This is an optimization exercise on Yosys and OpenROAD, whose aim is small area, not a production implementation.
In this exercise RTL edits were held to simulation tests only and were not proved equivalent to the original.
Power and IR drop assume default switching activity.

rev 12:
==> module trng_vn, before the edit <==
module trng_vn #(
    parameter int WIDTH     = 512,
    parameter int REP_LIMIT = 32
) (
    input  logic             SCLK,
    input  logic             RST,
    input  logic             EN,
    input  logic             RAW_BIT,
    input  logic             RAW_VALID,
    input  logic             READY,
    output logic [WIDTH-1:0] RANDOM_NUMBER,
    output logic             VALID,
    output logic             FAULT
);
    localparam int CW = 10;
    localparam int RW = 5;
    localparam logic [CW-1:0] LAST    = 10'd248;
    function automatic logic [CW-1:0] cnt_step(input logic [CW-1:0] s);
        cnt_step = {s[CW-2:0], ~(s[9] ^ s[6])};
    endfunction
    localparam logic [RW-1:0] REP_TOP = 5'd16;
    function automatic logic [RW-1:0] rep_step(input logic [RW-1:0] s);
        rep_step = {s[RW-2:0], ~(s[4] ^ s[2])};
    endfunction
    logic             phase_q;    
    logic             run_q;      
    logic             full_q;     
    logic [CW-1:0]    cnt_q;      
    logic             valid_q;
    logic             fault_q;
    logic             first_q;    
    logic             last_q;     
    logic             prev_q;     
    logic [RW-1:0]    rep_q;      
    logic [WIDTH-2:0] sreg_p;     
    logic [WIDTH-1:0] outn_q;     
    logic sample, emit, same, trip, at_last, done, load, keep, shift, hold;
    logic oload, okeep, valid_n, nbit;
    assign sample  = EN & RAW_VALID & ~fault_q;
    assign same    = run_q & (RAW_BIT == prev_q);
    assign trip    = sample & same & (rep_q == REP_TOP);
    assign emit    = sample & phase_q & (first_q ^ RAW_BIT) & ~full_q;
    assign at_last = (cnt_q == LAST);
    assign done    = emit & at_last;               
    assign load    = ~trip & ((done & (~valid_q | READY)) | (full_q & READY));
    assign keep    = ~trip & valid_q & ~READY;
    assign shift   = emit & ~at_last;
    assign hold    = ~shift;
    assign oload   = (done & (~valid_q | READY)) | (full_q & READY);
    assign okeep   = ~oload;
    assign valid_n = ~valid_q;
    assign nbit    = full_q ? last_q : first_q;
    logic [WIDTH-2:0] sreg_src, sreg_d;
    logic [WIDTH-1:0] slot_src, outn_d;
    assign sreg_src = {sreg_p[WIDTH-3:0], first_q};
    assign slot_src = {sreg_p, nbit};       
    for (genvar i = 0; i < WIDTH-1; i++) begin : g_sreg
        trng_vn_seli u_sel (
            .h  (hold),
            .q  (sreg_p[i]),
            .s  (sreg_src[i]),
            .y  (sreg_d[i])
        );
    end
    for (genvar i = 0; i < WIDTH; i++) begin : g_slot
        if (i % 2 == 0) begin : g_even
            trng_vn_seli u_sel (
                .h  (okeep),
                .q  (outn_q[i]),
                .s  (slot_src[i]),
                .y  (outn_d[i])
            );
        end else begin : g_odd
            trng_vn_sel u_sel (
                .a  (oload),
                .b  (okeep),
                .da (slot_src[i]),
                .db (outn_q[i]),
                .y  (outn_d[i])
            );
        end
        trng_vn_mask u_mask (
            .qn (outn_q[i]),
            .vn (valid_n),
            .y  (RANDOM_NUMBER[i])
        );
    end
    always_ff @(posedge SCLK or posedge RST) begin
        if (RST) begin
            phase_q <= 1'b0;
            run_q   <= 1'b0;
            full_q  <= 1'b0;
            cnt_q   <= '0;
            valid_q <= 1'b0;
            fault_q <= 1'b0;
        end else begin
            if (sample) begin
                phase_q <= ~phase_q;
                run_q   <= 1'b1;
            end
            if (!EN || trip)
                phase_q <= 1'b0;
            if (trip)
                fault_q <= 1'b1;
            if (trip || load)
                full_q <= 1'b0;
            else if (done)
                full_q <= 1'b1;
            if (trip || load)
                cnt_q <= '0;
            else if (shift)
                cnt_q <= cnt_step(cnt_q);
            valid_q <= ~trip & (load | keep);
        end
    end
    always_ff @(posedge SCLK) begin
        if (sample) begin
            prev_q <= RAW_BIT;
            rep_q  <= same ? rep_step(rep_q) : '0;
            if (!phase_q)
                first_q <= RAW_BIT;
        end
        if (done)
            last_q <= first_q;
        sreg_p <= sreg_d;
        outn_q <= outn_d;
    end
    assign VALID = valid_q;
    assign FAULT = fault_q;
endmodule
Settings: LEC_CHECK=0, CAP_MARGIN=20, CORE_MARGIN=2, CORE_UTILIZATION=75, PLACE_DENSITY=0.85, SLEW_MARGIN=20, SYNTH_HIERARCHICAL=1; clock period 5.0 ns.
standard.sh (not shown) runs the stock make flow with config.mk's settings and CLKGATE_MAP_FILE= SYNTH_SCRIPT=/design/flow/synth_recipe.tcl, a recipe that flattens the netlist after the stock synthesis.
==> flow/flow/run.sh <==
#!/bin/bash
# Standard ORFS layout (the standard.sh) with two changes:
#  * port buffers use the smallest buffer, sky130_fd_sc_hd__buf_1;
#  * CTS builds its tree from clkbuf_8 with sink clusters of up to 20
#    flip-flops within 60 um, and no dummy loads.
set -euo pipefail
bash standard.sh \
  "BUFFER_PORTS_ARGS=-buffer_cell sky130_fd_sc_hd__buf_1" \
  "CTS_ARGS=-sink_clustering_enable -repair_clock_nets -buf_list sky130_fd_sc_hd__clkbuf_8 -sink_clustering_size 20 -sink_clustering_max_diameter 60 -dont_use_dummy_load" \
  finish > flow_make.log 2>&1
Rev 12 completed; timing, DRC and antenna clean
What rev 13 does differently from rev 12 at the input level:
-- flow/design.v --
<<< rev 12, line 13
    output logic             FAULT
);
    localparam int CW = 10;
    localparam int RW = 5;
    localparam logic [CW-1:0] LAST    = 10'd248;
    function automatic logic [CW-1:0] cnt_step(input logic [CW-1:0] s);
        cnt_step = {s[CW-2:0], ~(s[9] ^ s[6])};
    endfunction
    localparam logic [RW-1:0] REP_TOP = 5'd16;
    function automatic logic [RW-1:0] rep_step(input logic [RW-1:0] s);
        rep_step = {s[RW-2:0], ~(s[4] ^ s[2])};
    endfunction
    logic             phase_q;    
    logic             run_q;      
>>> rev 13, line 13
    output logic             FAULT
);
    localparam int CW = $clog2(WIDTH);
    localparam int RW = $clog2(REP_LIMIT);
    localparam logic [CW-1:0] LAST    = CW'(WIDTH - 1);
    localparam logic [RW-1:0] REP_TOP = RW'(REP_LIMIT - 2);   
    logic             phase_q;    
    logic             run_q;      
<<< rev 12, line 110
                cnt_q <= '0;
            else if (shift)
                cnt_q <= cnt_step(cnt_q);
            valid_q <= ~trip & (load | keep);
        end
>>> rev 13, line 104
                cnt_q <= '0;
            else if (shift)
                cnt_q <= cnt_q + 1'b1;
            valid_q <= ~trip & (load | keep);
        end
<<< rev 12, line 117
        if (sample) begin
            prev_q <= RAW_BIT;
            rep_q  <= same ? rep_step(rep_q) : '0;
            if (!phase_q)
                first_q <= RAW_BIT;
>>> rev 13, line 111
        if (sample) begin
            prev_q <= RAW_BIT;
            rep_q  <= same ? rep_q + 1'b1 : '0;
            if (!phase_q)
                first_q <= RAW_BIT;
On count of cells along the worst register-to-register path: between rev 12 and rev 13, it ends up higher for rev 13.
Cmp rev 12 and rev 13 / power after layout / lower: rev 13
Compared with rev 12, rev 13 shows a lower synthesis-to-finish area growth.
Rev 13 ended up with sreg_p[48] as its critical path capture point; rev 12 ended up with RANDOM_NUMBER[135].
Required time reported for the critical path endpoint ended up 1600 ps higher on rev 13 than on rev 12.
Delta (rev 13 minus rev 12): power density over the cells essentially unchanged; critical path depth up 7; maximum frequency higher.


main:
Another version of the RTL of trng_vn (not shown whole).
For scale: ~1000 flip-flops, roughly 34000 sq um of cells after synthesis.
==> module trng_vn, before the edit <==
module trng_vn #(
    parameter int WIDTH     = 512,
    parameter int REP_LIMIT = 32
) (
    input  logic             SCLK,
    input  logic             RST,
    input  logic             EN,
    input  logic             RAW_BIT,
    input  logic             RAW_VALID,
    input  logic             READY,
    output logic [WIDTH-1:0] RANDOM_NUMBER,
    output logic             VALID,
    output logic             FAULT
);
    localparam int CW = $clog2(WIDTH);
    localparam int RW = $clog2(REP_LIMIT);
    localparam logic [CW-1:0] LAST    = CW'(WIDTH - 1);
    localparam logic [RW-1:0] REP_TOP = RW'(REP_LIMIT - 2);   
    logic             phase_q;    
    logic             run_q;      
    logic             full_q;     
    logic [CW-1:0]    cnt_q;      
    logic             valid_q;
    logic             fault_q;
    logic [WIDTH-1:0] out_q;      
    logic             first_q;    
    logic             prev_q;     
    logic [RW-1:0]    rep_q;      
    logic [WIDTH-2:0] sreg_q;     
    logic sample, emit, same, trip, at_last, done, load, keep, shift;
    assign sample  = EN & RAW_VALID & ~fault_q;
    assign same    = run_q & (RAW_BIT == prev_q);
    assign trip    = sample & same & (rep_q == REP_TOP);
    assign emit    = sample & phase_q & (first_q ^ RAW_BIT) & ~full_q;
    assign at_last = (cnt_q == LAST);
    assign done    = emit & at_last;               
    assign load    = ~trip & ((done & (~valid_q | READY)) | (full_q & READY));
    assign keep    = ~trip & valid_q & ~READY;
    assign shift   = emit & ~at_last;
    logic [WIDTH-1:0] slot_src, out_d;
    assign slot_src = {sreg_q, first_q};
    for (genvar i = 0; i < WIDTH; i++) begin : g_slot
        trng_vn_slot_mux u_mux (
            .load (load),
            .keep (keep),
            .d    (slot_src[i]),
            .q    (out_q[i]),
            .y    (out_d[i])
        );
    end
    always_ff @(posedge SCLK or posedge RST) begin
        if (RST) begin
            phase_q <= 1'b0;
            run_q   <= 1'b0;
            full_q  <= 1'b0;
            cnt_q   <= '0;
            valid_q <= 1'b0;
            fault_q <= 1'b0;
            out_q   <= '0;
        end else begin
            if (sample) begin
                phase_q <= ~phase_q;
                run_q   <= 1'b1;
            end
            if (!EN || trip)
                phase_q <= 1'b0;
            if (trip)
                fault_q <= 1'b1;
            if (trip || load)
                full_q <= 1'b0;
            else if (done)
                full_q <= 1'b1;
            if (trip || load)
                cnt_q <= '0;
            else if (shift)
                cnt_q <= cnt_q + 1'b1;
            valid_q <= ~trip & (load | keep);
            out_q   <= out_d;
        end
    end
    always_ff @(posedge SCLK) begin
        if (sample) begin
            prev_q <= RAW_BIT;
            rep_q  <= same ? rep_q + 1'b1 : '0;
            if (!phase_q && (!full_q || READY))
                first_q <= RAW_BIT;
        end
        if (shift)
            sreg_q <= {sreg_q[WIDTH-3:0], first_q};
    end
    assign RANDOM_NUMBER = out_q;
    assign VALID         = valid_q;
    assign FAULT         = fault_q;
endmodule
export LEC_CHECK = 0
export CAP_MARGIN = 20
export CORE_MARGIN = 2
export CORE_UTILIZATION = 40
export SLEW_MARGIN = 20
export SYNTH_HIERARCHICAL = 1
create_clock -name core_clock -period 5.0 [get_ports {SCLK}]
==> flow/flow/run.sh <==
#!/bin/bash
# Standard ORFS layout (the standard.sh) with two changes:
#  * port buffers use the smallest buffer, sky130_fd_sc_hd__buf_1;
#  * CTS builds its tree from clkbuf_8 with sink clusters of up to 18
#    flip-flops and no dummy loads.
set -euo pipefail
bash standard.sh \
  "BUFFER_PORTS_ARGS=-buffer_cell sky130_fd_sc_hd__buf_1" \
  "CTS_ARGS=-sink_clustering_enable -repair_clock_nets -buf_list sky130_fd_sc_hd__clkbuf_8 -sink_clustering_size 18 -sink_clustering_max_diameter 80 -dont_use_dummy_load" \
  finish > flow_make.log 2>&1
main | stages: all done | timing, DRC, antenna: all pass
Setup changes, main to the feature branch
--- a/flow/design.v
+++ b/flow/design.v
@@ -48,6 +48,19 @@
             .y    (out_d[i])
         );
     end
+    logic             hold;
+    logic [WIDTH-2:0] sreg_src, sreg_d;
+    assign hold     = ~shift;
+    assign sreg_src = {sreg_q[WIDTH-3:0], first_q};
+    for (genvar i = 0; i < WIDTH-1; i++) begin : g_sreg
+        trng_vn_slot_mux u_mux (
+            .load (shift),
+            .keep (hold),
+            .d    (sreg_src[i]),
+            .q    (sreg_q[i]),
+            .y    (sreg_d[i])
+        );
+    end
     always_ff @(posedge SCLK or posedge RST) begin
         if (RST) begin
             phase_q <= 1'b0;
@@ -85,8 +98,7 @@
             if (!phase_q && (!full_q || READY))
                 first_q <= RAW_BIT;
         end
-        if (shift)
-            sreg_q <= {sreg_q[WIDTH-3:0], first_q};
+        sreg_q <= sreg_d;
     end
     assign RANDOM_NUMBER = out_q;
     assign VALID         = valid_q;
==> notes.md <==
Compared with main, the feature branch shows worst hold slack higher by 0.055 ns. The feature branch gives less sequential cell area than main did. Re part of the power in the clock network: main and the feature branch aren't equal, and the lower value belongs to main. Row top fanout value on the critical path: the feature branch higher / main lower. The feature branch ended up with a lower area enclosed by the die boundary than main did. Taking main as the reference, in the feature branch required arrival time at the worst endpoint higher; area after synthesis went down; synthesized instance count shows an increase of 512; data arrival time of the worst path flat. Comparing the feature branch against main, there is no change at all in clock net sink count. Delta (the feature branch minus main): design area shrank by about 2%; power density normalized to cell area shrank by 2.2%; combinational share of power grew by 0.2 points. As of the feature branch, non-filler instance count after layout had risen by more than 10% compared to main.


== the reference run ==
trng_vn with an RTL version that a note above also has.
Size in the first run: roughly 520 I/O pins, about 33,000 µm² of cells after synthesis.
==> module trng_vn, before the edit <==
module trng_vn #(
    parameter int WIDTH     = 512,
    parameter int REP_LIMIT = 32
) (
    input  logic             SCLK,
    input  logic             RST,
    input  logic             EN,
    input  logic             RAW_BIT,
    input  logic             RAW_VALID,
    input  logic             READY,
    output logic [WIDTH-1:0] RANDOM_NUMBER,
    output logic             VALID,
    output logic             FAULT
);
    localparam int CW = $clog2(WIDTH);
    localparam int RW = $clog2(REP_LIMIT);
    localparam logic [CW-1:0] LAST    = CW'(WIDTH - 1);
    localparam logic [RW-1:0] REP_TOP = RW'(REP_LIMIT - 2);   
    logic             phase_q;    
    logic             run_q;      
    logic             full_q;     
    logic [CW-1:0]    cnt_q;      
    logic             valid_q;
    logic             fault_q;
    logic             first_q;    
    logic             last_q;     
    logic             prev_q;     
    logic [RW-1:0]    rep_q;      
    logic [WIDTH-2:0] sreg_p;     
    logic [WIDTH-1:0] outn_q;     
    logic sample, emit, same, trip, at_last, done, load, keep, shift, hold;
    logic oload, okeep, valid_n, nbit;
    assign sample  = EN & RAW_VALID & ~fault_q;
    assign same    = run_q & (RAW_BIT == prev_q);
    assign trip    = sample & same & (rep_q == REP_TOP);
    assign emit    = sample & phase_q & (first_q ^ RAW_BIT) & ~full_q;
    assign at_last = (cnt_q == LAST);
    assign done    = emit & at_last;               
    assign load    = ~trip & ((done & (~valid_q | READY)) | (full_q & READY));
    assign keep    = ~trip & valid_q & ~READY;
    assign shift   = emit & ~at_last;
    assign hold    = ~shift;
    assign oload   = (done & (~valid_q | READY)) | (full_q & READY);
    assign okeep   = ~oload;
    assign valid_n = ~valid_q;
    assign nbit    = full_q ? last_q : first_q;
    logic [WIDTH-2:0] sreg_src, sreg_d;
    logic [WIDTH-1:0] slot_src, outn_d;
    assign sreg_src = {sreg_p[WIDTH-3:0], first_q};
    assign slot_src = {sreg_p, nbit};       
    for (genvar i = 0; i < WIDTH-1; i++) begin : g_sreg
        trng_vn_seli u_sel (
            .h  (hold),
            .q  (sreg_p[i]),
            .s  (sreg_src[i]),
            .y  (sreg_d[i])
        );
    end
    for (genvar i = 0; i < WIDTH; i++) begin : g_slot
        if (i % 2 == 0) begin : g_even
            trng_vn_seli u_sel (
                .h  (okeep),
                .q  (outn_q[i]),
                .s  (slot_src[i]),
                .y  (outn_d[i])
            );
        end else begin : g_odd
            trng_vn_sel u_sel (
                .a  (oload),
                .b  (okeep),
                .da (slot_src[i]),
                .db (outn_q[i]),
                .y  (outn_d[i])
            );
        end
        trng_vn_mask u_mask (
            .qn (outn_q[i]),
            .vn (valid_n),
            .y  (RANDOM_NUMBER[i])
        );
    end
    always_ff @(posedge SCLK or posedge RST) begin
        if (RST) begin
            phase_q <= 1'b0;
            run_q   <= 1'b0;
            full_q  <= 1'b0;
            cnt_q   <= '0;
            valid_q <= 1'b0;
            fault_q <= 1'b0;
        end else begin
            if (sample) begin
                phase_q <= ~phase_q;
                run_q   <= 1'b1;
            end
            if (!EN || trip)
                phase_q <= 1'b0;
            if (trip)
                fault_q <= 1'b1;
            if (trip || load)
                full_q <= 1'b0;
            else if (done)
                full_q <= 1'b1;
            if (trip || load)
                cnt_q <= '0;
            else if (shift)
                cnt_q <= cnt_q + 1'b1;
            valid_q <= ~trip & (load | keep);
        end
    end
    always_ff @(posedge SCLK) begin
        if (sample) begin
            prev_q <= RAW_BIT;
            rep_q  <= same ? rep_q + 1'b1 : '0;
            if (!phase_q)
                first_q <= RAW_BIT;
        end
        if (done)
            last_q <= first_q;
        sreg_p <= sreg_d;
        outn_q <= outn_d;
    end
    assign VALID = valid_q;
    assign FAULT = fault_q;
endmodule
==> flow/config.mk <==
export PLATFORM = sky130hd
export DESIGN_NAME = trng_vn
export DESIGN_NICKNAME = trng_vn
export VERILOG_FILES = /design/flow/design.v
export SDC_FILE = /design/flow/constraint.sdc
export NUM_CORES = 4
export LEC_CHECK = 0
export CAP_MARGIN = 20
export CORE_MARGIN = 2
export CORE_UTILIZATION = 40
export SLEW_MARGIN = 20
export SYNTH_HIERARCHICAL = 1
==> flow/constraint.sdc <==
create_clock -name core_clock -period 5.0 [get_ports {SCLK}]
set_input_delay 1.0000 -clock core_clock [delete_from_list [all_inputs] [get_ports {SCLK}]]
set_output_delay 1.0000 -clock core_clock [all_outputs]
set_load 0.01 [all_outputs]
Scripts as last shown in full above: flow/flow/run.sh
Edits applied to the flow inputs when going from the reference run to the trial run:
--- a/flow/design.v
+++ b/flow/design.v
@@ -22,15 +22,14 @@
     logic [CW-1:0]    cnt_q;      
     logic             valid_q;
     logic             fault_q;
     logic             first_q;    
-    logic             last_q;     
     logic             prev_q;     
     logic [RW-1:0]    rep_q;      
     logic [WIDTH-2:0] sreg_p;     
     logic [WIDTH-1:0] outn_q;     
     logic sample, emit, same, trip, at_last, done, load, keep, shift, hold;
-    logic oload, okeep, valid_n, nbit;
+    logic oload, okeep, valid_n;
     assign sample  = EN & RAW_VALID & ~fault_q;
     assign same    = run_q & (RAW_BIT == prev_q);
     assign trip    = sample & same & (rep_q == REP_TOP);
     assign emit    = sample & phase_q & (first_q ^ RAW_BIT) & ~full_q;
@@ -42,13 +41,12 @@
     assign hold    = ~shift;
     assign oload   = (done & (~valid_q | READY)) | (full_q & READY);
     assign okeep   = ~oload;
     assign valid_n = ~valid_q;
-    assign nbit    = full_q ? last_q : first_q;
     logic [WIDTH-2:0] sreg_src, sreg_d;
     logic [WIDTH-1:0] slot_src, outn_d;
     assign sreg_src = {sreg_p[WIDTH-3:0], first_q};
-    assign slot_src = {sreg_p, nbit};       
+    assign slot_src = {sreg_p, first_q};    
     for (genvar i = 0; i < WIDTH-1; i++) begin : g_sreg
         trng_vn_seli u_sel (
             .h  (hold),
             .q  (sreg_p[i]),
@@ -110,13 +108,11 @@
     always_ff @(posedge SCLK) begin
         if (sample) begin
             prev_q <= RAW_BIT;
             rep_q  <= same ? rep_q + 1'b1 : '0;
-            if (!phase_q)
+            if (!phase_q && (!full_q || READY))
                 first_q <= RAW_BIT;
         end
-        if (done)
-            last_q <= first_q;
         sreg_p <= sreg_d;
         outn_q <= outn_d;
     end
     assign VALID = valid_q;
### Flow results
Compare the trial run and the reference run | non-clock buffer count lower: the trial run. Of the two values seen for capturing instance or port of the critical path, RANDOM_NUMBER[169] was produced by the reference run and RANDOM_NUMBER[205] by the trial run. Between the trial run and the reference run, the final cell count is higher for the reference run. [compare] base=the reference run new=the trial run: post-synthesis to final-layout area growth went down, flip-flop and latch count did not really move, critical path depth went up.

[what the ideal ports hide]
The results above use ideal ports. As a check the final layouts listed here were re-extracted and re-timed, cells and wires unchanged. Step 1 sets driving cells, clkbuf_16 on the clock port and buf_2 on the other inputs (assumed; they add their load-dependent delay and slew). Step 2 also shifts input and output timing later by t, the mid clock arrival at the registers, as if the neighbouring blocks saw the same clock. a / b / c = no drivers / after step 1 / after step 2; a / b = the first two.
| run | t, ns | slack for setup (ns) | slew at the worst register clock pin (ns) |
|---|---|---|---|
| rev 12 | 0.748 | 1.023 / 0.966 / 0.870 | 0.12 / 0.12 |
| rev 13 | 0.737 | 1.066 / 1.066 / 1.066 | 0.12 / 0.12 |
| main | 0.681 | 1.576 / 1.576 / 1.329 | 0.11 / 0.11 |
| the feature branch | 0.700 | 1.837 / 1.837 / 1.245 | 0.12 / 0.12 |
| the reference run | 0.724 | 0.776 / 0.713 / 1.437 | 0.12 / 0.12 |
| the trial run | 0.706 | 0.905 / 0.844 / 1.528 | 0.11 / 0.11 |
After both steps setup and hold are still met in every run listed. For the feature branch, which loses most, drivers alone change the setup slack by 0.000 ns; drivers and shift together by -0.592 ns.
